From an optimization exercise on the open Yosys and OpenROAD flow, aimed at small area; shortcuts taken in it are not production practice.
In this exercise RTL edits were held to simulation tests only and were not proved equivalent to the original.
Power is estimated from default activity; no workload was simulated.

==> flow/config.mk <==
export PLATFORM = sky130hd
export DESIGN_NAME = tower_defense_top
export DESIGN_NICKNAME = tower_defense_top
export VERILOG_FILES = /design/flow/design.v
export SDC_FILE = /design/flow/constraint.sdc
export NUM_CORES = 4
export LEC_CHECK = 0
export ABC_AREA = 1
export CAP_MARGIN = 0
export CORE_MARGIN = 2
export CORE_UTILIZATION = 62
export CTS_BUF_LIST = sky130_fd_sc_hd__clkbuf_8
export GPL_TIMING_DRIVEN = 0
export SETUP_SLACK_MARGIN = 0.0
export SLEW_MARGIN = 0
==> flow/constraint.sdc <==
create_clock -name core_clock -period 12.0 [get_ports {clk}]
set_input_delay 2.4000 -clock core_clock [delete_from_list [all_inputs] [get_ports {clk}]]
set_output_delay 2.4000 -clock core_clock [all_outputs]
set_load 0.01 [all_outputs]
==> flow/design.v <==
package video_pkg;
    typedef logic [9:0] coord_t;
    typedef logic [4:0] tile_t;
    typedef struct packed {
        logic [3:0] r;
        logic [3:0] g;
        logic [3:0] b;
    } rgb_t;
    localparam int TILE_SIZE = 26;
    localparam rgb_t COL_BLACK      = 12'h000;
    localparam rgb_t COL_WHITE      = 12'hFFF;
    localparam rgb_t COL_BANNER_RED = 12'hF00;
    localparam rgb_t COL_BG         = 12'h111;
    localparam rgb_t COL_GRID       = 12'h222;
    localparam rgb_t COL_PATH       = 12'h532;
    localparam rgb_t COL_ENEMY      = 12'hD22;
    localparam rgb_t COL_CURSOR     = 12'hFF0;
    localparam rgb_t COL_UI         = 12'h222;
endpackage
package game_pkg;
    typedef enum logic [1:0] {
        ST_MENU,
        ST_GAME,
        ST_GAMEOVER
    } game_state_e;
    typedef enum logic [1:0] {
        SW_IDLE,
        SW_ENEMIES,
        SW_SPAWN
    } sweep_e;
    localparam int GRID_W         = 24;
    localparam int GRID_H         = 18;
    localparam int CURSOR_HOME_X  = 12;
    localparam int CURSOR_HOME_Y  = 9;
    localparam int MAX_LIVES      = 10;
    localparam int PATH_END       = 2200;
    localparam int SPAWN_INTERVAL = 31;
    localparam int PATH_C1 = 507;
    localparam int PATH_C2 = 741;
    localparam int PATH_C3 = 1115;
    localparam int PATH_C4 = 1245;
    localparam int PATH_C5 = 1499;
    localparam int PATH_C6 = 1729;
    localparam int PATH_Y0 = 73;
    localparam int PATH_X1 = 507;
    localparam int PATH_Y2 = 307;
    localparam int PATH_X3 = 133;
    localparam int PATH_Y4 = 177;
    localparam int PATH_X5 = 387;
    localparam int PATH_Y6 = 407;
    typedef struct packed {
        logic up;
        logic down;
        logic left;
        logic right;
        logic center;
    } press_t;
    typedef struct packed {
        logic [4:0] x;
        logic [4:0] y;
    } cursor_t;
    typedef struct packed {
        logic        active;
        logic [15:0] progress;
        logic [9:0]  x;
        logic [9:0]  y;
    } enemy_t;
    function automatic logic [12:0] radd(input logic [11:0] a, input logic [11:0] b,
                                         input logic ci);
        logic c;
        c = ci;
        for (int i = 0; i < 12; i++) begin
            radd[i] = a[i] ^ b[i] ^ c;
            c = (a[i] & b[i]) | (a[i] & c) | (b[i] & c);
        end
        radd[12] = c;
    endfunction
    function automatic logic rge(input logic [11:0] a, input logic [11:0] b);
        logic g;
        g = 1'b1;
        for (int i = 0; i < 12; i++) begin
            g = (a[i] & ~b[i]) | ((a[i] | ~b[i]) & g);
        end
        rge = g;
    endfunction
endpackage
module player_input (
    input  logic        clk,
    input  logic        reset_i,
    input  video_pkg::coord_t      x_i,
    input  video_pkg::coord_t      y_i,
    input  logic        btn_up_i,
    input  logic        btn_down_i,
    input  logic        btn_left_i,
    input  logic        btn_right_i,
    input  logic        btn_center_i,
    input  game_pkg::game_state_e state_i,
    input  logic        new_game_i,
    output game_pkg::press_t      press_o,
    output logic [9:0]  cur_x_o,
    output logic [9:0]  cur_y_o
);
    logic    frame_strobe;
    game_pkg::press_t  btn_now;
    game_pkg::press_t  btn_prev_q;
    logic [8:0] cx_q;    
    logic [8:0] cy_q;
    logic       mv_x, mv_y, dec_x, dec_y;
    assign frame_strobe = (x_i == '0) && (y_i == '0);
    assign btn_now = {btn_up_i, btn_down_i, btn_left_i, btn_right_i, btn_center_i};
    assign press_o = frame_strobe ? game_pkg::press_t'(btn_now & ~btn_prev_q) : '0;
    always_ff @(posedge clk) begin
        if (reset_i) begin
            btn_prev_q <= '0;
        end else if (frame_strobe) begin
            btn_prev_q <= btn_now;
        end
    end
    assign dec_y = press_o.up && cy_q != 9'd3;
    assign dec_x = press_o.left && cx_q != 9'd3;
    assign mv_y  = dec_y || (press_o.down && cy_q != 9'd224);
    assign mv_x  = dec_x || (press_o.right && cx_q != 9'd302);
    always_ff @(posedge clk) begin
        if (reset_i || new_game_i) begin
            cx_q <= 9'd159;
            cy_q <= 9'd120;
        end else if (state_i == game_pkg::ST_GAME) begin
            if (mv_y) begin
                cy_q <= 9'(game_pkg::radd(12'(cy_q), dec_y ? 12'hff3 : 12'd13, 1'b0));
            end
            if (mv_x) begin
                cx_q <= 9'(game_pkg::radd(12'(cx_q), dec_x ? 12'hff3 : 12'd13, 1'b0));
            end
        end
    end
    assign cur_x_o = {cx_q, 1'b1};
    assign cur_y_o = {cy_q, 1'b1};
endmodule
module game_flow (
    input  logic        clk,
    input  logic        reset_i,
    input  logic        center_i,
    input  logic        escape_i,
    output game_pkg::game_state_e state_o,
    output logic [3:0]  lives_o,
    output logic        new_game_o
);
    game_pkg::game_state_e state_q;
    logic [3:0]  lives_q;
    assign new_game_o = (state_q == game_pkg::ST_MENU) && center_i;
    always_ff @(posedge clk) begin
        if (reset_i) begin
            state_q <= game_pkg::ST_MENU;
            lives_q <= 4'(game_pkg::MAX_LIVES);
        end else begin
            case (state_q)
                game_pkg::ST_MENU: begin
                    if (center_i) begin
                        state_q <= game_pkg::ST_GAME;
                        lives_q <= 4'(game_pkg::MAX_LIVES);
                    end
                end
                game_pkg::ST_GAME: begin
                    if (escape_i && lives_q != '0) begin
                        lives_q <= lives_q - 1'b1;
                        if (lives_q == 4'd1) begin
                            state_q <= game_pkg::ST_GAMEOVER;
                        end
                    end
                end
                game_pkg::ST_GAMEOVER: begin
                    if (center_i) begin
                        state_q <= game_pkg::ST_MENU;
                    end
                end
                default: state_q <= game_pkg::ST_MENU;
            endcase
        end
    end
    assign state_o = state_q;
    assign lives_o = lives_q;
endmodule
module wave_engine (
    input  logic                  clk,
    input  logic                  reset_i,
    input  game_pkg::game_state_e state_i,
    input  logic                  new_game_i,
    output logic [4:0]            pos_o,
    output logic [4:0]            spawn_cnt_o,
    output logic [6:0]            wrap_o,
    output logic                  escape_o
);
    logic [1:0]       div_q;
    logic             tick;
    logic [4:0]       pos_q;
    logic [4:0]       spawn_cnt_q;
    logic [6:0]       wrap_q;
    logic             spawn_step;
    logic             wrap_step;
    assign tick       = (div_q == 2'd0);
    assign spawn_step = pos_q[4] && !pos_q[0];
    assign wrap_step  = (spawn_cnt_q == 5'd30);
    always_ff @(posedge clk) begin
        if (reset_i || new_game_i || tick) begin
            div_q <= 2'd3;
        end else begin
            div_q <= 2'(game_pkg::radd(12'(div_q), 12'hfff, 1'b0));
        end
    end
    always_ff @(posedge clk) begin
        if (reset_i || new_game_i) begin
            pos_q       <= 5'd31;
            spawn_cnt_q <= '0;
            wrap_q      <= '0;
        end else if (state_i == game_pkg::ST_GAME && tick) begin
            pos_q <= spawn_step ? 5'd0 : 5'(game_pkg::radd(12'(pos_q), 12'd1, 1'b0));
            if (spawn_step) begin
                spawn_cnt_q <= wrap_step ? 5'd0 : 5'(game_pkg::radd(12'(spawn_cnt_q), 12'd1, 1'b0));
                if (wrap_step) begin
                    wrap_q <= 7'(game_pkg::radd(12'(wrap_q), 12'd1, 1'b0));
                end
            end
        end
    end
    assign escape_o = (div_q == 2'd3) && !pos_q[4] && (pos_q != 5'd0) &&
                      (spawn_cnt_q == 5'd0) && (wrap_q == 7'(game_pkg::radd(12'(pos_q), 12'd71, 1'b0)));
    assign pos_o       = pos_q;
    assign spawn_cnt_o = spawn_cnt_q;
    assign wrap_o      = wrap_q;
endmodule
module enemy_hit (
    input  logic [9:0]            x_i,
    input  logic [9:0]            y_i,
    input  logic [4:0]            pos_i,         
    input  logic [6:0]            wrap_i,
    input  logic [19:0]           ar_i,
    input  logic [3:0]            borrow_i,
    output logic                  hit_o
);
    logic        hb0, hb2, hb4, hb6, vb1, vb3, vb5;
    logic        valid;
    logic [2:0]  sin;
    logic        first;
    logic        vert;
    logic        dneg;
    logic [1:0]  ksel;
    logic [7:0]  csel;
    logic        corner;
    logic        sx, sy;
    logic [4:0]  khb;
    logic        seg6end;
    logic [4:0]  hb;
    logic [4:0]  hx, hy;
    logic [4:0]  ar;
    logic        borrow;
    logic [5:0]  zax, zay;
    logic        zcx, zcy;
    logic [4:0]  xrx, xry;
    logic [5:0]  xqx, xqy;
    logic [4:0]  xr;
    logic [5:0]  xq;
    logic [4:0]  xr2;
    logic [5:0]  sum0;
    logic        cy;
    logic [4:0]  r;
    logic [7:0]  pp;
    logic [7:0]  xq2;
    logic [7:0]  mm;
    logic [3:0]  slot;
    logic        ex, moved;
    logic        tneg;
    logic [5:0]  dlo;
    function automatic logic ge(input logic [9:0] a, input logic [9:0] b);
        ge = game_pkg::rge(12'(a), 12'(b));
    endfunction
    function automatic logic inr(input logic [9:0] x, input logic [9:0] lo, input logic [9:0] hi);
        inr = ge(x, lo) && ge(hi, x);
    endfunction
    always_comb begin
        hb0 = inr(y_i, 10'd66, 10'd80);
        hb2 = inr(y_i, 10'd300, 10'd314);
        hb4 = inr(y_i, 10'd170, 10'd184);
        hb6 = inr(y_i, 10'd400, 10'd414);
        vb1 = inr(x_i, 10'd500, 10'd514);
        vb3 = inr(x_i, 10'd126, 10'd140);
        vb5 = inr(x_i, 10'd380, 10'd394);
        valid = 1'b1; corner = 1'b0; seg6end = 1'b0; sin = 3'd0;
        if (vb1 && hb0)      begin corner = 1'b1; sin = 3'd0; end
        else if (vb1 && hb2) begin corner = 1'b1; sin = 3'd1; end
        else if (vb3 && hb2) begin corner = 1'b1; sin = 3'd2; end
        else if (vb3 && hb4) begin corner = 1'b1; sin = 3'd3; end
        else if (vb5 && hb4) begin corner = 1'b1; sin = 3'd4; end
        else if (vb5 && hb6) begin corner = 1'b1; sin = 3'd5; end
        else if (vb5 && hb2) sin = ge(10'(wrap_i), 10'd49) ? 3'd5 : 3'd2;
        else if (hb0 && !ge(x_i, 10'd507))                     sin = 3'd0;
        else if (vb1 && inr(y_i, 10'd73, 10'd306))            sin = 3'd1;
        else if (hb2 && inr(x_i, 10'd134, 10'd507))           sin = 3'd2;
        else if (vb3 && inr(y_i, 10'd178, 10'd307))           sin = 3'd3;
        else if (hb4 && inr(x_i, 10'd133, 10'd386))           sin = 3'd4;
        else if (vb5 && inr(y_i, 10'd177, 10'd406))           sin = 3'd5;
        else if (hb6 && !ge(x_i, 10'd388)) begin
            sin = 3'd6;
            seg6end = !ge(x_i, 10'd7);
        end else valid = 1'b0;
        first = (sin == 3'd0);
        vert  = sin[0];
        dneg  = (sin == 3'd2) || (sin == 3'd3) || (sin == 3'd6);
        case (sin)
            3'd0: begin ksel = 2'd0; csel = 8'd255; end
            3'd1: begin ksel = 2'd0; csel = 8'd241; end
            3'd2: begin ksel = 2'd1; csel = 8'd215; end
            3'd3: begin ksel = 2'd2; csel = 8'd209; end
            3'd4: begin ksel = 2'd2; csel = 8'd219; end
            3'd5: begin ksel = 2'd3; csel = 8'd212; end
            default: begin ksel = 2'd1; csel = 8'd187; end
        endcase
        case (sin)
            3'd0: begin sx = 1'b0; sy = 1'b1; khb = 5'(15 - 507 + 73 + 1); end
            3'd1: begin sx = 1'b0; sy = 1'b0; khb = 5'(15 - 507 - 307); end
            3'd2: begin sx = 1'b1; sy = 1'b0; khb = 5'(15 + 133 - 307 + 1); end
            3'd3: begin sx = 1'b1; sy = 1'b1; khb = 5'(15 + 133 + 177 + 2); end
            3'd4: begin sx = 1'b0; sy = 1'b1; khb = 5'(15 - 387 + 177 + 1); end
            default: begin sx = 1'b0; sy = 1'b0; khb = 5'(15 - 387 - 407); end
        endcase
        hx = 5'(sx ? ~x_i[4:0] : x_i[4:0]);
        hy = 5'(sy ? ~y_i[4:0] : y_i[4:0]);
        if (corner)       hb = 5'(game_pkg::radd(12'(game_pkg::radd(12'(hx), 12'(hy), 1'b0)), 12'(khb), 1'b0));
        else if (seg6end) hb = 5'(game_pkg::radd(12'(~x_i[4:0]), 12'd23, 1'b0));    
        else              hb = 5'd15;
        ar     = ar_i[ksel*5 +: 5];
        borrow = borrow_i[ksel];
        zax = {1'b0, x_i[9:5]} + {1'b0, x_i[4:0]};
        zcx = zax[5] || (zax[4:0] == 5'd31);
        xrx = zcx ? 5'(game_pkg::radd(12'(zax[4:0]), 12'd1, 1'b0)) : zax[4:0];
        xqx = 6'(game_pkg::radd(12'(x_i[9:5]), 12'd0, zcx));
        zay = {1'b0, y_i[9:5]} + {1'b0, y_i[4:0]};
        zcy = zay[5] || (zay[4:0] == 5'd31);
        xry = zcy ? 5'(game_pkg::radd(12'(zay[4:0]), 12'd1, 1'b0)) : zay[4:0];
        xqy = 6'(game_pkg::radd(12'(y_i[9:5]), 12'd0, zcy));
        xr  = vert ? xry : xrx;
        xq  = vert ? xqy : xqx;
        xr2  = dneg ? ~xr : xr;
        sum0 = {1'b0, ar} + {1'b0, xr2};
        cy   = sum0[5] || (sum0[4:0] == 5'd31);
        r    = cy ? 5'(game_pkg::radd(12'(sum0[4:0]), 12'd1, 1'b0)) : sum0[4:0];
        pp  = 8'(game_pkg::radd(12'(wrap_i), 12'(csel), borrow));
        xq2 = dneg ? {2'b00, xq} : ~{2'b00, xq};
        mm  = pp + xq2 + {7'd0, !cy};
        ex    = (mm[7:4] == 4'b0000) || (mm[7:3] == 5'b01001) || (mm[7:3] == 5'b01010);
        slot  = {mm[3] ^ mm[6], mm[2:0]};
        moved = !game_pkg::rge(12'(slot), 12'(pos_i));
        tneg  = first && borrow && (xq == 6'd0) && !cy;
        dlo = 6'(game_pkg::radd(12'(r), ~(12'(hb)), 1'b1));
        hit_o = valid && !tneg && ex &&
                (moved ? (!dlo[5] && dlo != 6'd0) : (!dlo[5] && r != 5'd30));
    end
endmodule
module scene_render (
    input  video_pkg::coord_t     x_i,
    input  video_pkg::coord_t     y_i,
    input  logic                  visible_i,
    input  game_pkg::game_state_e state_i,
    input  logic [9:0]            cur_x_i,
    input  logic [9:0]            cur_y_i,
    input  logic [4:0]            pos_i,
    input  logic [4:0]            spawn_cnt_i,
    input  logic [6:0]            wrap_i,
    output video_pkg::rgb_t       pixel_o
);
    logic       on_grid;
    logic       on_path;
    logic       on_enemy;
    logic       on_cursor;
    logic       in_menu_banner;
    logic       in_over_banner;
    logic       in_ui_bar;
    logic [9:0] cx7;
    logic [9:0] cy7;
    logic [9:0] dx;
    logic [9:0] dy;
    function automatic logic ge(input logic [9:0] a, input logic [9:0] b);
        ge = game_pkg::rge(12'(a), 12'(b));
    endfunction
    function automatic logic inr(input logic [9:0] x, input logic [9:0] lo, input logic [9:0] hi);
        inr = ge(x, lo) && ge(hi, x);
    endfunction
    function automatic logic path_hit(input logic [9:0] px, input logic [9:0] py);
        path_hit = (inr(py, 10'd60,  10'd86)  && inr(px, 10'd0,   10'd520)) ||
                   (inr(px, 10'd494, 10'd520) && inr(py, 10'd60,  10'd320)) ||
                   (inr(py, 10'd294, 10'd320) && inr(px, 10'd120, 10'd520)) ||
                   (inr(px, 10'd120, 10'd146) && inr(py, 10'd164, 10'd320)) ||
                   (inr(py, 10'd164, 10'd190) && inr(px, 10'd120, 10'd400)) ||
                   (inr(px, 10'd374, 10'd400) && inr(py, 10'd164, 10'd420)) ||
                   (inr(py, 10'd394, 10'd420) && inr(px, 10'd0,   10'd400));
    endfunction
    function automatic logic mult26(input logic [9:0] c, input int n);
        mult26 = 1'b0;
        for (int k = 0; k < n; k++) begin
            if (c == 10'(26 * k)) mult26 = 1'b1;
        end
    endfunction
    assign on_grid = mult26(x_i, 25) || mult26(y_i, 19);
    assign on_path = path_hit(x_i, y_i);
    assign cx7 = cur_x_i;
    assign cy7 = cur_y_i;
    assign dx  = 10'(game_pkg::radd(12'(x_i), ~(12'(cx7)), 1'b1));
    assign dy  = 10'(game_pkg::radd(12'(y_i), ~(12'(cy7)), 1'b1));
    assign on_cursor = ((dy == 10'd5 || dy == 10'd6) && !ge(dx, 10'd12)) ||
                       ((dx == 10'd5 || dx == 10'd6) && !ge(dy, 10'd12));
    assign in_menu_banner = inr(x_i, 10'd160, 10'd479) && inr(y_i, 10'd100, 10'd139);
    assign in_over_banner = inr(x_i, 10'd200, 10'd439) && inr(y_i, 10'd180, 10'd219);
    assign in_ui_bar      = !ge(y_i, 10'd25);
    logic [19:0]     ar;
    logic [3:0]      borrow;
    localparam logic [19:0] KR = {5'd11, 5'd18, 5'd30, 5'd22};
    always_comb begin
        for (int k = 0; k < 4; k++) begin
            borrow[k]    = !game_pkg::rge(12'(KR[k*5 +: 5]), 12'(spawn_cnt_i));
            ar[k*5 +: 5] = 5'(game_pkg::radd(12'(KR[k*5 +: 5]), ~(12'(spawn_cnt_i)), !borrow[k]));
        end
    end
    enemy_hit enemy_hit_inst (
        .x_i (x_i), .y_i (y_i), .pos_i (pos_i), .wrap_i (wrap_i),
        .ar_i (ar), .borrow_i (borrow), .hit_o (on_enemy)
    );
    always_comb begin
        pixel_o = video_pkg::COL_BLACK;
        if (visible_i) begin
            case (state_i)
                game_pkg::ST_MENU: begin
                    if (in_menu_banner) begin
                        pixel_o = video_pkg::COL_WHITE;
                    end
                end
                game_pkg::ST_GAME: begin
                    pixel_o = video_pkg::COL_BG;
                    if (on_grid) begin
                        pixel_o = video_pkg::COL_GRID;
                    end
                    if (on_path) begin
                        pixel_o = video_pkg::COL_PATH;
                    end
                    if (on_enemy) begin
                        pixel_o = video_pkg::COL_ENEMY;
                    end
                    if (on_cursor) begin
                        pixel_o = video_pkg::COL_CURSOR;
                    end
                    if (in_ui_bar) begin
                        pixel_o = video_pkg::COL_UI;
                    end
                end
                game_pkg::ST_GAMEOVER: begin
                    if (in_over_banner) begin
                        pixel_o = video_pkg::COL_BANNER_RED;
                    end
                end
                default: pixel_o = video_pkg::COL_BLACK;
            endcase
        end
    end
endmodule
module tower_defense_top (
    input  logic       clk,
    input  logic       reset_i,
    input  logic       visible_i,
    input  video_pkg::coord_t     x_i,
    input  video_pkg::coord_t     y_i,
    input  logic       btn_up_i,
    input  logic       btn_down_i,
    input  logic       btn_left_i,
    input  logic       btn_right_i,
    input  logic       btn_center_i,
    output video_pkg::rgb_t       pixel_o,
    output logic [3:0] lives_o
);
    game_pkg::press_t                   press;
    logic [9:0]               cur_x;
    logic [9:0]               cur_y;
    game_pkg::game_state_e              state;
    logic                     new_game;
    logic                     escape;
    logic [4:0]               pos;
    logic [4:0]               spawn_cnt;
    logic [6:0]               wrap;
    player_input player_input_inst (
        .clk          (clk),
        .reset_i      (reset_i),
        .x_i          (x_i),
        .y_i          (y_i),
        .btn_up_i     (btn_up_i),
        .btn_down_i   (btn_down_i),
        .btn_left_i   (btn_left_i),
        .btn_right_i  (btn_right_i),
        .btn_center_i (btn_center_i),
        .state_i      (state),
        .new_game_i   (new_game),
        .press_o      (press),
        .cur_x_o      (cur_x),
        .cur_y_o      (cur_y)
    );
    game_flow game_flow_inst (
        .clk        (clk),
        .reset_i    (reset_i),
        .center_i   (press.center),
        .escape_i   (escape),
        .state_o    (state),
        .lives_o    (lives_o),
        .new_game_o (new_game)
    );
    wave_engine wave_engine_inst (
        .clk         (clk),
        .reset_i     (reset_i),
        .state_i     (state),
        .new_game_i  (new_game),
        .pos_o       (pos),
        .spawn_cnt_o (spawn_cnt),
        .wrap_o      (wrap),
        .escape_o    (escape)
    );
    scene_render scene_render_inst (
        .x_i         (x_i),
        .y_i         (y_i),
        .visible_i   (visible_i),
        .state_i     (state),
        .cur_x_i     (cur_x),
        .cur_y_i     (cur_y),
        .pos_i       (pos),
        .spawn_cnt_i (spawn_cnt),
        .wrap_i      (wrap),
        .pixel_o     (pixel_o)
    );
endmodule
==> flow/run.sh <==
#!/bin/bash
# synth_recipe.tcl (not shown) runs the flow's synth.tcl, then flattens the netlist and writes it again
# the make line also repeats each setting of config.mk as NAME=value (left out here)
make -C /OpenROAD-flow-scripts/flow DESIGN_CONFIG=/design/flow/config.mk WORK_HOME=/design/flow/orfs CLKGATE_MAP_FILE= SYNTH_SCRIPT=/design/flow/synth_recipe.tcl finish
==> results of run 1 <==
## worst max path at each step
stage / end / cells past startpoint
floorplan: pixel_o[4] / 46
global placement: pixel_o[11] / 43
detailed placement: pixel_o[11] / 42
CTS: pixel_o[4] / 49
global route: pixel_o[4] / 47
finish: pixel_o[11] / 42
## final cells by class
cell class | count | area, µm²
inverters | 212 | 824.5
diodes | 1 | 2.502
multi-input cells | 932 | 6447
plain buffers | 22 | 150.1
flip-flops and latches | 48 | 960.9
well taps | 172 | 215.2
clock buffers | 5 | 68.82
fillers | 1086 | 3386
repair buffers | 69 | 594.3
clock inverters | 3 | 21.27
## cells in the final DEF, fill, tap and decap left out, drive strengths merged, types with 2 or more instances in the layout
cell type and n:
nand2 267, inv 212, nor2 124, ha 96, nand3 79, a21oi 74, o21ai 63, fa 49
dfxtp 48, buf 44, xor2 43, nand4 26, nor3 23, clkdlybuf4s50 21, xnor2 14, clkbuf 14
nor4 12, dlygate4sd2 12, o211ai 8, a31oi 6, o21a 5, o22ai 4, o31ai 4, a211oi 4
mux2i 3, a311oi 3, a2111oi 3, clkinvlp 2, o21bai 2, o41ai 2, a22o 2, dlymetal6s2s 2
clkdlybuf4s15 2
## critical path: cells and delay by family
kind	cells	cell delay [ns]
fa+ha+maj	7	2.20
simple gates	17	1.99
buf+inv	9	1.48
compound gates	7	0.93
xor+xnor	2	0.28
## repair_timing
action | 4_1_cts | 5_1_grt
endpoints found under the setup margin | 2 | 2
hold buffers | 0 | 0
setup buffers | 11 | 16
gates resized for setup | 56 | 59
pin swaps | 9 | 22
## cell families after synthesis
| family | Yosys count |
|---|---|
| AO/OA/AOI/OAI | 191 |
| multiplexers | 3 |
| buffers and inverters | 234 |
| AND/OR/NAND/NOR | 536 |
| XOR/XNOR | 57 |
| adder cells (fa/ha/maj) | 145 |
| flip-flops | 48 |
## routing by layer
layer	part of all wire [%]	wire (µm)	GRT usage [%]
met1	44	10240	47.51
met2	44	10230	51.05
met3	9.4	2199	5.454
met4	2.7	621	10.62
met5	0	0	0
## flip-flops by register name, indices dropped and copies added, names as in the netlist
| name | flops |
|---|---|
| game_flow_inst.state_q | 2 |
| player_input_inst.btn_prev_q | 5 |
| player_input_inst.cx_q | 9 |
| wave_engine_inst.pos_q | 5 |
| wave_engine_inst.spawn_cnt_q | 5 |
| player_input_inst.cy_q | 9 |
| game_flow_inst.lives_q | 4 |
| wave_engine_inst.div_q | 2 |
| wave_engine_inst.wrap_q | 7 |
## metrics by stage
stage | cell area [µm²] | hold slack [ns] | setup TNS [ns] | worst slack [ns] | total power [W]
after detailed placement | 8730 | 0.4042 | -1.397 | -0.7264 | 0.0004575
after global placement | 8730 | 0.3949 | -1.377 | -0.7149 | 0.0004504
after CTS | 8995 | 0.4290 | 0 | 0.1473 | 0.0005696
final | 9285 | 0.4220 | 0 | 0.2983 | 0.0005948
after floorplan | 8094 | 0.3824 | 0 | 1.340 | 0.0003815
after global routing | 9283 | 0.4549 | -0.2462 | -0.1231 | 0.0006422
## power breakdown
| part | switching [W] | total, W | internal, W |
|---|---|---|---|
| Sequential | 0.000000489 | 0.000161 | 0.000160 |
| Combinational | 0.000202 | 0.000333 | 0.000130 |
| Clock | 0.0000602 | 0.000102 | 0.0000415 |
| Total | 0.000263 | 0.000595 | 0.000332 |
==> impl_metrics.py, run 1 <==
metrics = {
    "outcome": {
        "run_status": "timing/DRC/antenna clean",
    },
    "grt": {
        "grt_pass1_vias": 7850,
        "grtUsageTotal_pct": 33.23,
        "grt_overflow": 0,
        "grt_max_degree": 17,
        "grt_pass1_wl_um": 38040,
        "antenna_found_initial": 1,
    },
    "worst_setup_path": {
        "cp-start-kind": "input pin",
        "crit_slowest_cell": "clkdlybuf4s50_1",
        "worstPathRequired_ns": 9.60,
        "arrival_ns": 9.30,
        "critical_path_class": "input pin to output pin",
        "path_max_fanout": 8,
        "r2r_start": "player_input_inst.cy_q[1]",
        "end_kind": "output pin",
        "critPathLaunch": "x_i[4]",
        "cpPeakStageDelay_ns": 0.51,
        "reg2reg_depth": 17,
        "reg2reg_to": "player_input_inst.cy_q[8]",
        "reg2reg_slack_ns": 7.93,
    },
    "synth": {
        "ys_types": 58,
        "synth-edff-count": 0,
        "synth-xor-area-share_pct": 6.168,
        "synth_commonest_cells": "252 x nand2_1, 192 x inv_1, 112 x nor2_1, 96 x ha_1, 78 x nand3_1",
        "synth_flop_cell": "dfxtp_1",
        "synth_area_per_cell_um2": 6.667,
        "ys_ff_latch": 48,
        "synth_nets": 1387,
        "synth_simple_gate_area_share_pct": 29.14,
        "yosysTopAreaCell": "ha_1",
        "synth-async-reset-ratio_pct": 0,
        "synth_top_family_by_area": "simple AND/OR/NAND/NOR gates",
        "ys_seq_area_share_pct": 11.87,
        "synthAdderAreaFrac_pct": 26.96,
        "yosys_warnings": 5,
        "yosysTopAreaCellShare_pct": 14.84,
        "synth_area_leaders": "ha_1 15%, fa_1 12%, dfxtp_1 12%, nand2_1 12%, inv_1 8.9%",
        "syn_area_um2": 8094,
        "synth_most_common_cell": "nand2_1",
        "muxShareOfSynthArea_pct": 0.3710,
        "syn_inst": 1214,
        "synth-compound-area-share_pct": 14.10,
    },
    "power_and_ir_drop": {
        "power_density_nw_per_um2": 64.06,
        "p_leak_nw": 4.476,
        "vdd_drop_max_mv": 0.09668,
    },
    "finish": {
        "layoutNonFillerInstCount": 1464,
        "fin_util_pct": 73.28,
        "syn2layout_area_growth_pct": 14.72,
        "fin_nets": 1463,
        "layout-drive-gt1-share_pct": 11.93,
    },
    "floorplanning": {
        "die_x_um": 118.3,
        "core.rowCount": 41,
        "die_h_um": 118.3,
        "start_util_pct": 63.88,
        "core_area_um2": 12670,
        "design.portCount": 44,
        "die-area_um2": 13980,
    },
    "hold_path": {
        "hold_end": "wave_engine_inst.div_q[0]",
        "hold_class": "flop to flop",
        "hold_start": "wave_engine_inst.div_q[0]",
        "worstHoldPathCells": 1,
    },
    "sta": {
        "finClkSkew_ns": 0.01027,
        "finalHoldViolations": 0,
        "tightest_slew_ns": 1.117,
        "final-setup-viol-count": 0,
        "fmax_mhz": 85.46,
        "slew_violations": 0,
        "layout_worst_path_cycle_share_pct": 97.51,
        "min_period_ns": 11.70,
        "slew-limit-headroom_pct": 24.86,
    },
    "detailed_routing": {
        "dr.pass1.iters": 5,
        "postRouteAntennaNets": 0,
        "drt_iter0_drc": 674,
        "routed_wl_um": 23290,
        "num_vias": 8512,
        "viasPerCell": 5.814,
        "wl_per_cell_um": 15.91,
        "drc_errors": 0,
    },
    "clock_tree": {
        "clk_latency_ns": 0.31,
        "cts-root-buf": "clkbuf_8",
        "clk_pin_slew_ns": 0.10,
        "numCtsBuffers": 5,
        "clkSinkCount": 48,
        "htree_num_levels": 2,
        "clock_path_buffers": 2,
        "tritoncts": "yes",
    },
    "run": {
        "drv_cap": 0,
    },
    "place": {
        "dp_cells": 1428,
        "dp_hpwl_um": 18610,
        "port_buffers": 42,
        "routabilityCongestion": 1.001,
    },
}
==> run 2: changes to the inputs <==
==> flow/flow/run.sh (new file) <==
#!/bin/bash
# Standard layout, with the smallest buffer on every input and output port
# instead of the delay cell buffer_ports picks by default, and gates on
# paths with slack to spare sized down after global routing.
set -euo pipefail
bash standard.sh 'BUFFER_PORTS_ARGS=-buffer_cell sky130_fd_sc_hd__buf_1' 'RECOVER_POWER=100' finish > standard_flow.log 2>&1
==> flow/standard.sh (new file) <==
#!/bin/bash
# synth_recipe.tcl (not shown) runs the flow's synth.tcl, then flattens the netlist and writes it again
# the make line also repeats each setting of config.mk as NAME=value (left out here)
make -C /OpenROAD-flow-scripts/flow DESIGN_CONFIG=/design/flow/config.mk WORK_HOME=/design/flow/orfs CLKGATE_MAP_FILE= SYNTH_SCRIPT=/design/flow/synth_recipe.tcl "${@:-finish}"
removed: flow/run.sh
==> run 2 against run 1 <==
Against the previous run:
- final cell count fell by 1.3%
- clock-buffer cell count rose by 1
- sequential cell count did not move
- global-route usage fell by 1.6 points
- die area did not move
- first-iteration DRC count rose by 2.7%
- critical path type unchanged
- highest routed layer unchanged
==> impl_metrics.py, run 2 <==
metrics = {
    "grt": {
        "top_usage_layer": "met2",
        "grt_use_met3_pct": 4.295,
        "grt_max_degree": 16,
        "grt_util_met2_pct": 48.92,
        "grt_util_met1_pct": 46.26,
        "grt_pass1_wl_um": 36270,
        "antenna_found_initial": 0,
        "grt_overflow": 0,
        "grt_pass1_vias": 7495,
        "grtUsageTotal_pct": 31.60,
    },
    "floorplanning": {
        "core.rowCount": 41,
        "die_x_um": 118.3,
        "die-area_um2": 13980,
        "design.portCount": 44,
        "core_area_um2": 12670,
        "start_util_pct": 63.88,
        "die_h_um": 118.3,
    },
    "sta": {
        "slew-limit-headroom_pct": 37.79,
        "fmax_mhz": 86.42,
        "slew_violations": 0,
        "finalSetupTns_ns": 0,
        "whs_ns": 0.4154,
        "final-setup-viol-count": 0,
        "finalHoldViolations": 0,
        "min_period_ns": 11.57,
        "rsz0062_at_grt": "no",
        "finClkSkew_ns": 0.01125,
        "tightest_slew_ns": 0.9246,
        "layout_worst_path_cycle_share_pct": 96.42,
    },
    "synth": {
        "synth_nets": 1387,
        "yosysTopAreaCellShare_pct": 14.84,
        "synth_simple_gate_area_share_pct": 29.14,
        "yosysTopAreaCell": "ha_1",
        "ys_ff_latch": 48,
        "synth_most_common_cell": "nand2_1",
        "synth-xor-area-share_pct": 6.168,
        "yosys_warnings": 5,
        "synth_area_per_cell_um2": 6.667,
        "synth_flop_cell": "dfxtp_1",
        "muxShareOfSynthArea_pct": 0.3710,
        "syn_inst": 1214,
        "synth-async-reset-ratio_pct": 0,
        "synth-compound-area-share_pct": 14.10,
        "syn_area_um2": 8094,
        "synth_commonest_cells": "252 x nand2_1, 192 x inv_1, 112 x nor2_1, 96 x ha_1, 78 x nand3_1",
        "synth-edff-count": 0,
        "synthAdderAreaFrac_pct": 26.96,
        "synth_area_leaders": "ha_1 15%, fa_1 12%, dfxtp_1 12%, nand2_1 12%, inv_1 8.9%",
        "synth_top_family_by_area": "simple AND/OR/NAND/NOR gates",
        "ys_types": 58,
        "ys_seq_area_share_pct": 11.87,
    },
    "worst_setup_path": {
        "r2r_start": "player_input_inst.cy_q[1]",
        "path_max_fanout": 10,
        "reg2reg_slack_ns": 7.89,
        "reg2reg_depth": 17,
        "worstPathRequired_ns": 9.60,
        "crit_slowest_cell": "fa_1",
        "crit_buf_inv": 9,
        "critical_path_class": "input pin to output pin",
        "arrival_ns": 9.17,
        "reg2reg_to": "player_input_inst.cy_q[8]",
        "cp_top_family": "adder cells",
        "cpPeakStageDelay_ns": 0.39,
        "crit_top_cell": "nand2_1",
        "end_kind": "output pin",
        "cp-start-kind": "input pin",
    },
    "finish": {
        "final_cell_area_um2": 8757,
        "fin_util_pct": 69.11,
        "fin_nets": 1445,
        "layoutNonFillerInstCount": 1445,
        "syn2layout_area_growth_pct": 8.193,
        "final_common_cell": "nand2_1",
        "reg_top3": "player_input_inst.cx_q: 9 flops, player_input_inst.cy_q: 9 flops, wave_engine_inst.wrap_q: 7 flops",
        "mostFrequentLayoutCells": "250 x nand2_1, 191 x inv_1, 109 x nor2_1",
        "diodes": 0,
        "layout-drive-gt1-share_pct": 8.877,
    },
    "detailed_routing": {
        "drt_iter0_drc": 692,
        "wl_per_cell_um": 15.44,
        "viasPerCell": 5.685,
        "dr.pass1.iters": 5,
        "num_vias": 8215,
        "drc_errors": 0,
        "postRouteAntennaNets": 0,
        "routed_wl_um": 22310,
    },
    "clock_tree": {
        "clk_pin_slew_ns": 0.09,
        "cts-root-buf": "clkbuf_8",
        "clk_latency_ns": 0.31,
        "numCtsBuffers": 5,
        "ctsHoldBuffers": 0,
        "htree_num_levels": 2,
        "clock_path_buffers": 2,
        "clkSinkCount": 48,
        "tritoncts": "yes",
    },
    "place": {
        "place_area_um2": 8467,
        "dp_hpwl_um": 18260,
        "port_buffers": 42,
        "routabilityCongestion": 1.012,
        "dp_cells": 1428,
    },
    "hold_path": {
        "hold_end": "wave_engine_inst.div_q[0]",
        "hold_class": "flop to flop",
        "worstHoldPathCells": 1,
        "hold_start": "wave_engine_inst.div_q[0]",
    },
    "power_and_ir_drop": {
        "power_density_nw_per_um2": 68.32,
        "vdd_drop_max_mv": 0.07866,
        "p_leak_nw": 4.257,
    },
    "outcome": {
        "run_status": "timing/DRC/antenna clean",
    },
    "run": {
        "drv_cap": 0,
    },
}
-- run 2: where the power goes --
| part | leakage, nW | switching, W | internal, W |
|---|---|---|---|
| clock network | 0.0614 | 0.0000605 | 0.0000683 |
| registers | 0.388 | 0.000000530 | 0.000160 |
| logic | 3.81 | 0.000191 | 0.000118 |
-- run 2: metal layers --
metal	share of wire [%]	wire length, µm
met2	44	9837
met3	8.2	1834
met1	46	10300
met4	1.5	335
met5	0	0
-- run 2: final cells by class --
type	instances	area [µm²]
Clock buffer	6	82.58
Buffer	22	135.1
Timing Repair Buffer	51	244.0
Tap cell	172	215.2
Clock inverter	2	38.79
Multi-Input combinational cell	932	6279
Sequential cell	48	960.9
Fill cell	1215	3914
Inverter	212	802.0
-- run 2: worst register-to-register path: cells and delay by family (launching register included) --
family | cells | cell delay (ns)
buf+inv | 3 | 0.32
simple gates | 3 | 0.79
flops | 1 | 0.34
fa+ha+maj | 7 | 2.12
compound gates | 3 | 0.31
xor+xnor | 1 | 0.13
-- run 2: kinds of logic after synthesis --
family                     count (synthesis)
xor gates and xnor gates                  57
DFF                                       48
muxes                                      3
adders and majority gates                145
AOI/OAI and AO/OA                        191
buffers and inverters                    234
and+or+nand+nor                          536
-- run 2: worst max-delay path by stage --
stage / startpoint / to / slack [ns] / cells past startpoint
after CTS: y_i[8] / pixel_o[11] / 0.002 / 39
after floorplan: x_i[0] / pixel_o[4] / 1.34 / 46
final: x_i[1] / pixel_o[11] / 0.43 / 47
after global placement: y_i[6] / pixel_o[11] / 0.06 / 40
after global routing: x_i[1] / pixel_o[4] / 0.003 / 48
after detailed placement: x_i[1] / pixel_o[11] / -0.07 / 41
-- run 2: metrics by stage --
step	power, W	worst slack (ns)
2_1_floorplan	0.0003815	1.340
3_3_place_gp	0.0004448	0.06133
3_5_place_dp	0.0004493	-0.06684
4_1_cts	0.0005801	0.001677
5_1_grt	0.0006451	0.003245
6_report	0.0005983	0.4291
-- run 2: timing repair --
action | 4_1_cts | 5_1_grt
pin swaps | 0 | 6
setup buffers | 0 | 9
gates resized for setup | 4 | 36
endpoints found under the setup margin | 2 | 2
cloned | 0 | 0
==> run 3: changes to the inputs <==
--- a/flow/design.v
+++ b/flow/design.v
@@ -251,3 +251,3 @@
     logic        seg6end;
-    logic [4:0]  hb;
+    logic [4:0]  nhb;
     logic [4:0]  hx, hy;
@@ -324,7 +324,7 @@
         endcase
-        hx = 5'(sx ? ~x_i[4:0] : x_i[4:0]);
-        hy = 5'(sy ? ~y_i[4:0] : y_i[4:0]);
-        if (corner)       hb = 5'(game_pkg::radd(12'(game_pkg::radd(12'(hx), 12'(hy), 1'b0)), 12'(khb), 1'b0));
-        else if (seg6end) hb = 5'(game_pkg::radd(12'(~x_i[4:0]), 12'd23, 1'b0));    
-        else              hb = 5'd15;
+        hx = 5'(sx ? x_i[4:0] : ~x_i[4:0]);
+        hy = 5'(sy ? y_i[4:0] : ~y_i[4:0]);
+        if (corner)       nhb = 5'(game_pkg::radd(12'(game_pkg::radd(12'(hx), 12'(hy), 1'b0)), 12'(5'(33 - khb)), 1'b0));
+        else if (seg6end) nhb = 5'(game_pkg::radd(12'(x_i[4:0]), 12'd9, 1'b0));    
+        else              nhb = ~5'd15;
         ar     = ar_i[ksel*5 +: 5];
@@ -352,5 +352,5 @@
         tneg  = first && borrow && (xq == 6'd0) && !cy;
-        dlo = 6'(game_pkg::radd(12'(r), ~(12'(hb)), 1'b1));
+        dlo = 6'(game_pkg::radd(12'(r), 12'(nhb), 1'b1));
         hit_o = valid && !tneg && ex &&
-                (moved ? (!dlo[5] && dlo != 6'd0) : (!dlo[5] && r != 5'd30));
+                (moved ? (dlo[5] && dlo[4:0] != 5'd0) : (dlo[5] && r != 5'd30));
     end
@@ -362,3 +362,3 @@
     input  game_pkg::game_state_e state_i,
-    input  logic [9:0]            cur_x_i,
+    input  logic [9:0]            cur_x_i,    
     input  logic [9:0]            cur_y_i,
==> flow/flow/run.sh (replaced) <==
#!/bin/bash
# Standard layout, with the smallest buffer on every input and output port
# instead of the delay cell buffer_ports picks by default.
set -euo pipefail
bash standard.sh 'BUFFER_PORTS_ARGS=-buffer_cell sky130_fd_sc_hd__buf_1' finish > standard_flow.log 2>&1
--- a/flow/config.mk
+++ b/flow/config.mk
@@ -11,3 +11,5 @@
 export CORE_UTILIZATION = 62
-export CTS_BUF_LIST = sky130_fd_sc_hd__clkbuf_8
+export CTS_BUF_LIST = sky130_fd_sc_hd__clkbuf_16
+export CTS_CLUSTER_DIAMETER = 300
+export CTS_CLUSTER_SIZE = 50
 export GPL_TIMING_DRIVEN = 0
==> run 3 against run 2 <==
Against the previous run:
- critical path type unchanged
- synthesized cell count is 1.8% lower
- sequential power about the same
- area after synthesis is 1.1% lower
- via count is 0.28% higher
- fmax hardly changed
- largest power group unchanged
- critical path depth fell by 1
- final cell count down 1.7%
- cell area grew 0.41%
- clock skew shrank 0.0044 ns
==> impl_metrics.py, run 3 <==
metrics = {
    "power_and_ir_drop": {
        "vdd_drop_max_mv": 0.05773,
        "power_density_nw_per_um2": 69.32,
        "p_leak_nw": 4.156,
    },
    "synth": {
        "synth_commonest_cells": "265 x nand2_1, 188 x inv_1, 99 x nor2_1, 96 x ha_1, 68 x a21oi_1",
        "syn_inst": 1192,
        "syn_area_um2": 8008,
        "synth_nets": 1365,
        "synth_flop_cell": "dfxtp_1",
        "ys_seq_area_share_pct": 12.00,
        "synth-async-reset-ratio_pct": 0,
        "synth_area_leaders": "ha_1 15%, nand2_1 12%, fa_1 12%, dfxtp_1 12%, inv_1 8.8%",
        "synth_most_common_cell": "nand2_1",
        "synth_area_per_cell_um2": 6.718,
        "yosysTopAreaCell": "ha_1",
        "ys_types": 59,
        "synth-edff-count": 0,
        "ys_ff_latch": 48,
        "yosys_warnings": 5,
        "yosysTopAreaCellShare_pct": 15.00,
    },
    "sta": {
        "slew-limit-headroom_pct": 29.76,
        "finClkSkew_ns": 0.006895,
        "layout_worst_path_cycle_share_pct": 96.47,
        "setup_slack_ns": 0.4241,
        "tightest_slew_ns": 1.044,
        "finalHoldViolations": 0,
        "final-setup-viol-count": 0,
        "min_period_ns": 11.58,
        "fmax_mhz": 86.39,
        "slew_violations": 0,
    },
    "clock_tree": {
        "ctsHoldBuffers": 0,
        "htree_num_levels": 2,
        "cts-root-buf": "clkbuf_16",
        "tritoncts": "yes",
        "numCtsBuffers": 5,
        "clkSinkCount": 48,
        "clk_latency_ns": 0.30,
        "clock_path_buffers": 2,
        "clk_pin_slew_ns": 0.07,
    },
    "grt": {
        "grt_util_met1_pct": 44.87,
        "antenna_found_initial": 0,
        "grt_overflow": 0,
        "grt_pass1_wl_um": 36650,
        "grt_util_met2_pct": 51.93,
        "grtUsageTotal_pct": 32.15,
        "grt_use_met3_pct": 5.329,
        "grt_pass1_vias": 7540,
        "grt_max_degree": 16,
        "top_usage_layer": "met2",
    },
    "detailed_routing": {
        "routed_wl_um": 22560,
        "dr.pass1.iters": 6,
        "wl_per_cell_um": 15.87,
        "postRouteAntennaNets": 0,
        "viasPerCell": 5.797,
        "drc_errors": 0,
        "num_vias": 8238,
        "drt_iter0_drc": 841,
    },
    "outcome": {
        "run_status": "timing/DRC/antenna clean",
    },
    "run": {
        "drv_cap": 0,
    },
    "place": {
        "place_area_um2": 8381,
        "dp_cells": 1406,
        "post-place-ws_ns": -0.4165,
        "port_buffers": 42,
        "routabilityCongestion": 1.070,
        "dp_hpwl_um": 18310,
    },
    "floorplanning": {
        "core.rowCount": 41,
        "die-area_um2": 13840,
        "start_util_pct": 63.45,
        "core_area_um2": 12620,
        "die_h_um": 117.6,
        "die_x_um": 117.6,
        "design.portCount": 44,
    },
    "worst_setup_path": {
        "worstPathRequired_ns": 9.60,
        "crit_top_cell": "nand2_1",
        "crit_slowest_cell": "fa_2",
        "end_kind": "output pin",
        "cpPeakStageDelay_ns": 0.52,
        "arrival_ns": 9.18,
        "path_max_fanout": 10,
        "cp-start-kind": "input pin",
        "critical_path_class": "input pin to output pin",
        "reg2reg_depth": 17,
    },
    "finish": {
        "layoutNonFillerInstCount": 1421,
        "syn2layout_area_growth_pct": 9.812,
        "mostFrequentLayoutCells": "262 x nand2_1, 181 x inv_1, 93 x ha_1",
        "fin_nets": 1421,
        "diodes": 0,
        "fillers": 1156,
        "layout-drive-gt1-share_pct": 9.768,
        "final_common_cell": "nand2_1",
        "reg_top3": "player_input_inst.cx_q: 9 flops, player_input_inst.cy_q: 9 flops, wave_engine_inst.wrap_q: 7 flops",
        "final_cell_area_um2": 8793,
    },
    "hold_path": {
        "worstHoldPathCells": 1,
        "hold_class": "flop to flop",
    },
}
[run 3: logic make-up (layout without fill, tap and decap cells)]
logic type / after synthesis / in the layout / synth area share [%]
compound gates: 201 / 201 / 15.19
flops: 48 / 48 / 12.00
mux: 3 / 3 / 0.3750
simple gates: 520 / 520 / 28.47
fa+ha+maj: 146 / 146 / 27.37
xor+xnor: 52 / 52 / 5.688
buf+inv: 222 / 279 / 10.91
[run 3: final cells by class]
type | count | area, µm² | area share [%]
Sequential cell | 48 | 960.9 | 10.93
Clock inverter | 3 | 17.52 | 0.1992
Clock buffer | 5 | 125.1 | 1.423
Tap cell | 172 | 215.2 | 2.447
Inverter | 204 | 782.0 | 8.893
Timing Repair Buffer | 49 | 251.5 | 2.860
Buffer | 18 | 125.1 | 1.423
Multi-Input combinational cell | 922 | 6316 | 71.83
[run 3: metrics by stage]
step	setup TNS [ns]	power, W	hold WS, ns	utilization, %
5_1_grt	-0.02726	0.0006569	0.4437	69.68
4_1_cts	0	0.0005899	0.4135	67.68
3_5_place_dp	-0.7656	0.0004442	0.3972	66.41
3_3_place_gp	-0.8723	0.0004391	0.3957	66.41
6_report	0	0.0006096	0.4110	69.68
2_1_floorplan	0	0.0003769	0.3824	-
[run 3: final timing paths]
path,slack (ns),end,startpoint
worst min register to register,0.41,wave_engine_inst.div_q[0],wave_engine_inst.div_q[0]
worst max register to register,7.84,player_input_inst.cy_q[8],player_input_inst.cy_q[0]
worst min-delay path,0.41,wave_engine_inst.div_q[0],wave_engine_inst.div_q[0]
worst max-delay path,0.42,pixel_o[11],y_i[3]
[run 3: what timing repair did]
item                                    CTS  global route
gates resized for setup                   4            80
buffers inserted                          0             7
pin swaps                                 0             8
endpoints found under the setup margin    2             2
endpoints found under the hold margin     0             0
[run 3: per-layer routing]
layer	share of wire, %	wire, µm
met1	44	9822
met2	45	10200
met3	9.1	2049
met4	2.1	484
met5	0	0
[run 3: report_power, final]
part	total, W	internal (W)	switching, W
registers	0.000161	0.000160	0.000000548
logic	0.000305	0.000117	0.000188
clock network	0.000144	0.0000771	0.0000667
[run 3: worst max-delay path, delay by kind of cell]
kind            cells  cell delay [ns]
xor+xnor            1             0.20
simple gates       24             2.48
fa+ha+maj           8             2.60
buf+inv             9             1.01
compound gates      4             0.47
==> run 4: changes to the inputs <==
--- a/flow/config.mk
+++ b/flow/config.mk
@@ -11,5 +11,3 @@
 export CORE_UTILIZATION = 62
-export CTS_BUF_LIST = sky130_fd_sc_hd__clkbuf_16
-export CTS_CLUSTER_DIAMETER = 300
-export CTS_CLUSTER_SIZE = 50
+export CTS_BUF_LIST = sky130_fd_sc_hd__clkbuf_8
 export GPL_TIMING_DRIVEN = 0
==> run 4 against run 3 <==
Against the previous run:
- still clean
- fmax shrank 0.17%
- register-to-register slack about the same
- area after synthesis is the same
- wire length is 0.36% lower
- non-clock buffer count is the same
- largest power group unchanged
==> impl_metrics.py, run 4 <==
metrics = {
    "detailed_routing": {
        "wl_per_cell_um": 15.82,
        "drc_errors": 0,
        "postRouteAntennaNets": 0,
        "num_vias": 8247,
        "viasPerCell": 5.804,
        "routed_wl_um": 22480,
        "drt_iter0_drc": 915,
        "dr.pass1.iters": 5,
    },
    "floorplanning": {
        "die-area_um2": 13840,
        "start_util_pct": 63.45,
        "core.rowCount": 41,
        "die_x_um": 117.6,
        "core_area_um2": 12620,
        "die_h_um": 117.6,
        "design.portCount": 44,
    },
    "synth": {
        "synth_area_leaders": "ha_1 15%, nand2_1 12%, fa_1 12%, dfxtp_1 12%, inv_1 8.8%",
        "synth_commonest_cells": "265 x nand2_1, 188 x inv_1, 99 x nor2_1, 96 x ha_1, 68 x a21oi_1",
        "synth-async-reset-ratio_pct": 0,
        "ys_ff_latch": 48,
        "ys_types": 59,
        "syn_area_um2": 8008,
        "synth_most_common_cell": "nand2_1",
        "yosys_warnings": 5,
        "ys_seq_area_share_pct": 12.00,
        "synth-edff-count": 0,
        "yosysTopAreaCell": "ha_1",
        "syn_inst": 1192,
        "synth_nets": 1365,
        "synth_flop_cell": "dfxtp_1",
        "yosysTopAreaCellShare_pct": 15.00,
        "synth_area_per_cell_um2": 6.718,
    },
    "sta": {
        "finClkSkew_ns": 0.01446,
        "fmax_mhz": 86.24,
        "tightest_slew_ns": 1.026,
        "finalHoldViolations": 0,
        "final-setup-viol-count": 0,
        "layout_worst_path_cycle_share_pct": 96.63,
        "finalSetupTns_ns": 0,
        "whs_ns": 0.4207,
        "min_period_ns": 11.60,
        "slew_violations": 0,
        "slew-limit-headroom_pct": 30.96,
    },
    "power_and_ir_drop": {
        "vdd_drop_max_mv": 0.04569,
        "power_density_nw_per_um2": 65.94,
        "p_leak_nw": 4.136,
        "p_total_w": 0.0005768,
    },
    "finish": {
        "fin_nets": 1421,
        "mostFrequentLayoutCells": "262 x nand2_1, 181 x inv_1, 93 x ha_1",
        "final_common_cell": "nand2_1",
        "layoutNonFillerInstCount": 1421,
        "final_cell_area_um2": 8747,
        "diodes": 0,
        "fillers": 1162,
        "layout-drive-gt1-share_pct": 9.848,
        "reg_top3": "player_input_inst.cx_q: 9 flops, player_input_inst.cy_q: 9 flops, wave_engine_inst.wrap_q: 7 flops",
        "syn2layout_area_growth_pct": 9.234,
    },
    "grt": {
        "grtUsageTotal_pct": 31.93,
        "grt_pass1_wl_um": 36420,
        "grt_max_degree": 16,
        "grt_pass1_vias": 7513,
        "grt_overflow": 0,
        "antenna_found_initial": 0,
    },
    "place": {
        "port_buffers": 42,
        "dp_hpwl_um": 18310,
        "dp_cells": 1406,
        "place_area_um2": 8381,
        "routabilityCongestion": 1.070,
    },
    "clock_tree": {
        "tritoncts": "yes",
        "numCtsBuffers": 5,
        "clk_pin_slew_ns": 0.10,
        "htree_num_levels": 2,
        "clock_path_buffers": 2,
        "clkSinkCount": 48,
        "cts-root-buf": "clkbuf_8",
        "clk_latency_ns": 0.32,
    },
    "worst_setup_path": {
        "path_max_fanout": 10,
        "cp-start-kind": "input pin",
        "critical_path_class": "input pin to output pin",
        "end_kind": "output pin",
        "cpPeakStageDelay_ns": 0.52,
        "crit_top_cell": "nand2_1",
        "worstPathRequired_ns": 9.60,
        "arrival_ns": 9.20,
        "crit_slowest_cell": "fa_2",
    },
    "run": {
        "drv_cap": 0,
    },
    "hold_path": {
        "hold_class": "flop to flop",
    },
    "outcome": {
        "run_status": "timing/DRC/antenna clean",
    },
}
==> run 4: cell count changes in the layout (fill, tap and decap cells not counted), sizes merged <==
cell	delta
clkbuf	+1
clkinv	-1
==> run 4: worst paths after layout <==
path	from	end	slack [ns]	cells past startpoint
setup / recovery	y_i[2]	pixel_o[11]	0.40	46
hold / removal	wave_engine_inst.div_q[0]	wave_engine_inst.div_q[0]	0.42	1
setup reg to reg	player_input_inst.cy_q[0]	player_input_inst.cy_q[8]	7.84	17
hold reg to reg	wave_engine_inst.div_q[0]	wave_engine_inst.div_q[0]	0.42	1
==> run 4: kinds of logic (layout without fill, tap and decap cells) <==
kind of cell,after synthesis,after routing,share of synthesized area (%)
AO/OA/AOI/OAI,201,201,15.19
XOR/XNOR,52,52,5.688
adder cells (fa/ha/maj),146,146,27.37
buffers and inverters,222,279,10.91
flip-flops,48,48,12.00
multiplexers,3,3,0.3750
AND/OR/NAND/NOR,520,520,28.47
==> run 4: per-stage QoR <==
stage / utilization, % / setup WS, ns
2_1_floorplan: - / 1.245
3_3_place_gp: 66.41 / -0.4810
3_5_place_dp: 66.41 / -0.4165
4_1_cts: 67.31 / 0.04327
5_1_grt: 69.31 / -0.02651
6_report: 69.31 / 0.4042
==> run 4: repair_timing <==
action	4_1_cts	5_1_grt
setup endpoints to repair	2	2
hold buffers	0	0
pin swaps	0	8
hold endpoints to repair	0	0
gates resized for setup	4	80
setup buffers	0	7
==> run 4: critical path, delay by kind of cell <==
kind / cells / cell delay (ns)
AND/OR/NAND/NOR: 24 / 2.52
XOR/XNOR: 1 / 0.20
AO/OA/AOI/OAI: 4 / 0.48
adder cells (fa/ha/maj): 8 / 2.60
buffers and inverters: 9 / 0.99
==> run 4: per-layer routing <==
| layer | global-route usage, % | wire, µm | share of wire, % | vias up |
|---|---|---|---|---|
| met5 | 0 | 0 | 0 | - |
| met4 | 7.605 | 427 | 1.9 | 0 |
| met3 | 5.184 | 1940 | 8.6 | 44 |
| met2 | 51.60 | 10130 | 45 | 342 |
| met1 | 44.75 | 9976 | 44 | 3825 |
| li1 | - | - | - | 4036 |
==> run 4: cell type report <==
type	count	area, µm²	share of cell area [%]
Inverter	204	782.0	8.940
Sequential cell	48	960.9	10.99
Clock buffer	6	82.58	0.9441
Buffer	18	125.1	1.430
Tap cell	172	215.2	2.460
Clock inverter	2	13.76	0.1573
Timing Repair Buffer	49	251.5	2.875
Multi-Input combinational cell	922	6316	72.21
==> run 4: power breakdown <==
group	switching (W)	total, W	internal [W]
Combinational	0.000190	0.000306	0.000117
Clock	0.0000626	0.000110	0.0000473
Sequential	0.000000542	0.000161	0.000160
==> run 5: changes to the inputs <==
--- a/flow/config.mk
+++ b/flow/config.mk
@@ -13,3 +13,3 @@
 export GPL_TIMING_DRIVEN = 0
-export SETUP_SLACK_MARGIN = 0.0
+export SETUP_SLACK_MARGIN = -0.25
 export SLEW_MARGIN = 0
==> run 5 against run 4 <==
Against the previous run:
- critical path depth fell by 1
- cell area is 1.5% lower
- clock skew up 0.00070 ns
- non-clock buffer count fell by 5
- fmax shrank 1.2%
- clock power hardly changed
- core utilization is 1.1 points lower
- sequential cell count stayed put
- global-route usage barely moved
- final cell count down 0.35%
- worst hold slack got worse by 0.0022 ns
- register-to-register slack barely moved
- critical endpoint unchanged
==> impl_metrics.py, run 5 <==
metrics = {
    "outcome": {
        "run_status": "timing/DRC/antenna clean",
    },
    "synth": {
        "synth_flop_cell": "dfxtp_1",
        "synth_commonest_cells": "265 x nand2_1, 188 x inv_1, 99 x nor2_1, 96 x ha_1, 68 x a21oi_1",
        "ys_types": 59,
        "synth-xor-area-share_pct": 5.687,
        "yosysTopAreaCell": "ha_1",
        "synthAdderAreaFrac_pct": 27.38,
        "syn_area_um2": 8008,
        "synth_nets": 1365,
        "synth-compound-area-share_pct": 15.19,
        "syn_inst": 1192,
        "yosysTopAreaCellShare_pct": 15.00,
        "synth-edff-count": 0,
        "muxShareOfSynthArea_pct": 0.3750,
        "synth_top_family_by_area": "simple AND/OR/NAND/NOR gates",
        "synth_area_leaders": "ha_1 15%, nand2_1 12%, fa_1 12%, dfxtp_1 12%, inv_1 8.8%",
        "synth_most_common_cell": "nand2_1",
        "synth-async-reset-ratio_pct": 0,
        "ys_ff_latch": 48,
        "synth_simple_gate_area_share_pct": 28.47,
        "yosys_warnings": 5,
        "ys_seq_area_share_pct": 12.00,
        "synth_area_per_cell_um2": 6.718,
    },
    "detailed_routing": {
        "dr.pass1.iters": 7,
        "wl_per_cell_um": 15.66,
        "num_vias": 8216,
        "drc_errors": 0,
        "postRouteAntennaNets": 0,
        "drt_iter0_drc": 875,
        "routed_wl_um": 22170,
        "viasPerCell": 5.802,
    },
    "power_and_ir_drop": {
        "vdd_drop_max_mv": 0.04566,
        "p_leak_nw": 4.083,
        "power_density_nw_per_um2": 65.89,
        "combPwrFrac_pct": 52.3,
        "sw_frac_of_total_pct": 43.75,
        "power.internal_w": 0.0003192,
        "seq_power_share_pct": 28.3,
        "p_total_w": 0.0005675,
        "clockPowerShare_pct": 19.4,
        "p_sw_w": 0.0002483,
    },
    "worst_setup_path": {
        "crit_buf_inv": 9,
        "crit_top_cell": "nand2_1",
        "arrival_ns": 9.33,
        "cp-start-kind": "input pin",
        "path_max_fanout": 19,
        "crit_slowest_cell": "fa_1",
        "cpPeakStageDelay_ns": 0.40,
        "cp_top_family": "simple AND/OR/NAND/NOR gates",
        "worstPathRequired_ns": 9.60,
        "critical_path_class": "input pin to output pin",
        "worstSetupPathDepth": 45,
        "end_kind": "output pin",
        "reg2reg_depth": 17,
    },
    "finish": {
        "layout-drive-gt1-share_pct": 7.878,
        "fin_nets": 1416,
        "mostFrequentLayoutCells": "264 x nand2_1, 183 x inv_1, 97 x nor2_1",
        "seqCellArea_um2": 960.9,
        "fillers": 1180,
        "final_common_cell": "nand2_1",
        "reg_top3": "player_input_inst.cx_q: 9 flops, player_input_inst.cy_q: 9 flops, wave_engine_inst.wrap_q: 7 flops",
        "syn2layout_area_growth_pct": 7.547,
        "multi_input_area_um2": 6254,
        "diodes": 0,
    },
    "grt": {
        "grt_max_degree": 16,
        "grt_pass1_wl_um": 36360,
        "grt_overflow": 0,
        "antenna_found_initial": 0,
        "grtUsageTotal_pct": 31.89,
        "grt_pass1_vias": 7486,
    },
    "sta": {
        "layout_worst_path_cycle_share_pct": 97.76,
        "slew-limit-headroom_pct": 30.38,
        "fmax_mhz": 85.24,
        "final-setup-viol-count": 0,
        "setup_slack_ns": 0.2685,
        "finalHoldViolations": 0,
        "finalSetupTns_ns": 0,
        "whs_ns": 0.4186,
        "min_period_ns": 11.73,
        "tightest_slew_ns": 1.035,
        "finClkSkew_ns": 0.01516,
        "slew_violations": 0,
    },
    "floorplanning": {
        "die-area_um2": 13840,
        "core_area_um2": 12620,
        "design.portCount": 44,
        "core.rowCount": 41,
        "die_h_um": 117.6,
        "die_x_um": 117.6,
        "start_util_pct": 63.45,
    },
    "clock_tree": {
        "numCtsBuffers": 5,
        "cts-root-buf": "clkbuf_8",
        "tritoncts": "yes",
        "clk_latency_ns": 0.32,
        "htree_num_levels": 2,
        "clk_pin_slew_ns": 0.10,
        "clkSinkCount": 48,
        "ctsHoldBuffers": 0,
        "clock_path_buffers": 2,
    },
    "hold_path": {
        "hold_class": "flop to flop",
        "worstHoldPathCells": 1,
    },
    "place": {
        "post-place-ws_ns": -0.4165,
        "routabilityCongestion": 1.070,
        "dp_hpwl_um": 18310,
        "port_buffers": 42,
    },
    "run": {
        "drv_cap": 0,
    },
}
==> run 5: final timing paths <==
check                                          startpoint                        end  slack [ns]
worst max-delay path                               y_i[5]                pixel_o[11]        0.27
worst min-delay path            wave_engine_inst.div_q[0]  wave_engine_inst.div_q[0]        0.42
worst max register to register  player_input_inst.cy_q[0]  player_input_inst.cy_q[8]        7.84
worst min register to register  wave_engine_inst.div_q[0]  wave_engine_inst.div_q[0]        0.42
==> run 5: cell families (layout without fill, tap and decap cells) <==
kind of cell               count (synthesis)  in the layout
DFF                                       48             48
and+or+nand+nor                          520            520
adders and majority gates                146            146
xor gates and xnor gates                  52             52
muxes                                      3              3
AOI/OAI and AO/OA                        201            201
buffers and inverters                    222            274
==> run 5: power groups by stage <==
stage                     Sequential (W)  Clock (W)  Combinational (W)
after floorplan                 0.000164          0           0.000213
after global placement          0.000164          0           0.000275
after detailed placement        0.000164          0           0.000280
after CTS                       0.000161   0.000112           0.000283
after global routing            0.000161   0.000118           0.000337
final                           0.000161   0.000110           0.000297
==> run 5: layout make-up <==
class	count	share of cell area (%)
Clock buffer	6	0.9589
Inverter	204	8.993
Clock inverter	2	0.1598
Buffer	17	1.235
Sequential cell	48	11.16
Timing Repair Buffer	45	2.383
Multi-Input combinational cell	922	72.61
Tap cell	172	2.499
==> run 5: per-stage QoR <==
step,std cells,instance area (µm²),utilization (%)
final,1416,8612,68.24
after global routing,1416,8612,68.24
after CTS,1414,8484,67.23
after detailed placement,1406,8381,66.41
after global placement,1406,8381,66.41
after floorplan,1192,8008,-
==> run 5: repair_timing <==
action,CTS,global route
buffers inserted,0,3
gates resized for setup,2,42
pin swaps,0,2
hold endpoints to repair,0,0
setup endpoints to repair,2,2
==> run 5: worst register-to-register path, cell delays in order (launching register included) <==
cell     delay (ns)
dfxtp_1        0.32
inv_1          0.14
nor4_1         0.27
a31oi_1        0.12
and3_1         0.32
inv_1          0.17
fa_1           0.20
fa_1           0.20
fa_1           0.17
inv_1          0.05
fa_1           0.38
fa_1           0.38
fa_1           0.38
fa_1           0.39
xnor2_1        0.15
nor2_1         0.22
a21oi_1        0.10
o21a_1         0.11
==> run 5: layer usage <==
metal  track usage [%]  part of all wire (%)
met5                 0                     0
met4             7.605                   1.9
met3             5.184                   9.3
met2             51.42                    45
met1             44.78                    44
==> run 6: changes to the inputs <==
--- a/flow/config.mk
+++ b/flow/config.mk
@@ -13,3 +13,3 @@
 export GPL_TIMING_DRIVEN = 0
-export SETUP_SLACK_MARGIN = -0.25
+export SETUP_SLACK_MARGIN = -0.1
 export SLEW_MARGIN = 0
==> run 6 against run 5 <==
Against the previous run:
- sequential share of layout area hardly changed
- clock-buffer cell count stayed put
- setup slack better by 0.040 ns
- global-route usage stayed put
- area after synthesis stayed put
- sequential cell count stayed put
- wire length is 1.0% higher
- clock power hardly changed
- combinational power is 2% higher
- via count is 0.97% lower
- sequential power hardly changed
- critical path type unchanged
- critical endpoint unchanged
==> impl_metrics.py, run 6 <==
metrics = {
    "synth": {
        "synth_area_leaders": "ha_1 15%, nand2_1 12%, fa_1 12%, dfxtp_1 12%, inv_1 8.8%",
        "synth-async-reset-ratio_pct": 0,
        "synth-edff-count": 0,
        "synth_nets": 1365,
        "yosys_warnings": 5,
        "synth_flop_cell": "dfxtp_1",
        "synth_commonest_cells": "265 x nand2_1, 188 x inv_1, 99 x nor2_1, 96 x ha_1, 68 x a21oi_1",
    },
    "floorplanning": {
        "die_x_um": 117.6,
        "core_area_um2": 12620,
        "die_h_um": 117.6,
    },
    "worst_setup_path": {
        "worstPathRequired_ns": 9.60,
        "reg2reg_slack_ns": 7.84,
        "cp-start-kind": "input pin",
        "path_max_fanout": 9,
        "arrival_ns": 9.29,
        "end_kind": "output pin",
        "critical_path_class": "input pin to output pin",
        "reg2reg_to": "player_input_inst.cy_q[8]",
        "r2r_start": "player_input_inst.cy_q[0]",
        "reg2reg_depth": 17,
    },
    "detailed_routing": {
        "postRouteAntennaNets": 0,
        "drc_errors": 0,
        "dr.pass1.iters": 6,
    },
    "grt": {
        "grtUsageTotal_pct": 31.89,
        "antenna_found_initial": 0,
        "grt_pass1_vias": 7486,
    },
    "sta": {
        "layout_worst_path_cycle_share_pct": 97.43,
        "tightest_slew_ns": 1.022,
        "slew-limit-headroom_pct": 31.24,
        "fmax_mhz": 85.54,
        "whs_ns": 0.4183,
    },
    "finish": {
        "seqCellArea_um2": 960.9,
        "layout-drive-gt1-share_pct": 8.500,
        "syn2layout_area_growth_pct": 7.938,
        "layoutNonFillerInstCount": 1419,
        "diodes": 0,
    },
    "clock_tree": {
        "tritoncts": "yes",
        "ctsHoldBuffers": 0,
        "htree_num_levels": 2,
        "cts-root-buf": "clkbuf_8",
        "clk_pin_slew_ns": 0.10,
        "clkSinkCount": 48,
    },
    "power_and_ir_drop": {
        "power_density_nw_per_um2": 66.31,
        "p_leak_nw": 4.105,
        "vdd_drop_max_mv": 0.04595,
    },
    "place": {
        "dp_cells": 1406,
        "port_buffers": 42,
    },
    "outcome": {
        "run_status": "timing/DRC/antenna clean",
    },
    "hold_path": {
        "hold_end": "wave_engine_inst.div_q[0]",
    },
}
## run 6: cell counts after synthesis
Identical to the previous run, type by type.
## run 6: worst max path at each step
stage             endpoint  slack (ns)  cells past startpoint
2_1_floorplan  pixel_o[11]        1.25                     42
3_3_place_gp   pixel_o[11]       -0.48                     51
3_5_place_dp   pixel_o[11]       -0.42                     51
4_1_cts        pixel_o[11]       -0.04                     46
5_1_grt        pixel_o[11]       -0.13                     46
6_report       pixel_o[11]        0.31                     40
## run 6: power by group
| group | total (W) | switching [W] | internal (W) |
|---|---|---|---|
| clock | 0.000110 | 0.0000631 | 0.0000473 |
| combinational | 0.000302 | 0.000188 | 0.000115 |
| sequential | 0.000161 | 0.000000545 | 0.000160 |
| total | 0.000573 | 0.000251 | 0.000322 |
## run 6: final cells by class
type	instances	area share [%]
clock buffer	6	0.9554
tap	172	2.490
timing repair buffer	47	2.562
sequential	48	11.12
multi-input combinational	922	72.44
inverter	204	8.961
clock inverter	2	0.1592
buffer	18	1.317
## run 6: cell families after synthesis
logic type / share of synthesized area [%]
AO/OA/AOI/OAI: 15.19
XOR/XNOR: 5.688
adder cells (fa/ha/maj): 27.37
buffers and inverters: 10.91
flip-flops: 12.00
multiplexers: 0.3750
AND/OR/NAND/NOR: 28.47
## run 6: through the flow
step	total power (W)	worst slack, ns	utilization (%)	instance area [µm²]
2_1_floorplan	0.0003769	1.245	-	8008
3_3_place_gp	0.0004391	-0.4810	66.41	8381
3_5_place_dp	0.0004442	-0.4165	66.41	8381
4_1_cts	0.0005553	-0.03888	67.24	8486
5_1_grt	0.0006201	-0.1251	68.49	8643
6_report	0.0005731	0.3089	68.49	8643
## run 6: layer usage
metal	track usage [%]	wire, µm	vias up
met4	7.605	317	0
met2	51.42	10230	329
li1	-	-	4033
met3	5.184	1921	31
met5	0	0	-
met1	44.78	9934	3743
## run 6: worst max-delay path: cells and delay by family
kind / cells / cell delay (ns)
AOI/OAI and AO/OA: 6 / 0.62
xor gates and xnor gates: 1 / 0.18
adders and majority gates: 8 / 2.59
buffers and inverters: 9 / 1.09
and+or+nand+nor: 16 / 2.40
## run 6: timing repair
| item | 4_1_cts | 5_1_grt |
|---|---|---|
| pin swaps | 0 | 4 |
| resized for setup | 3 | 46 |
| setup endpoints to repair | 2 | 2 |
| setup buffers | 0 | 5 |

Re-timed with assumed drivers on the ports (clkbuf_16 on the clock, buf_2 on other inputs), run 6 has 0.286 ns of setup slack against 0.309 ns with ideal ports, and 0.286 ns once port delays also move by the mid clock arrival of 0.354 ns.
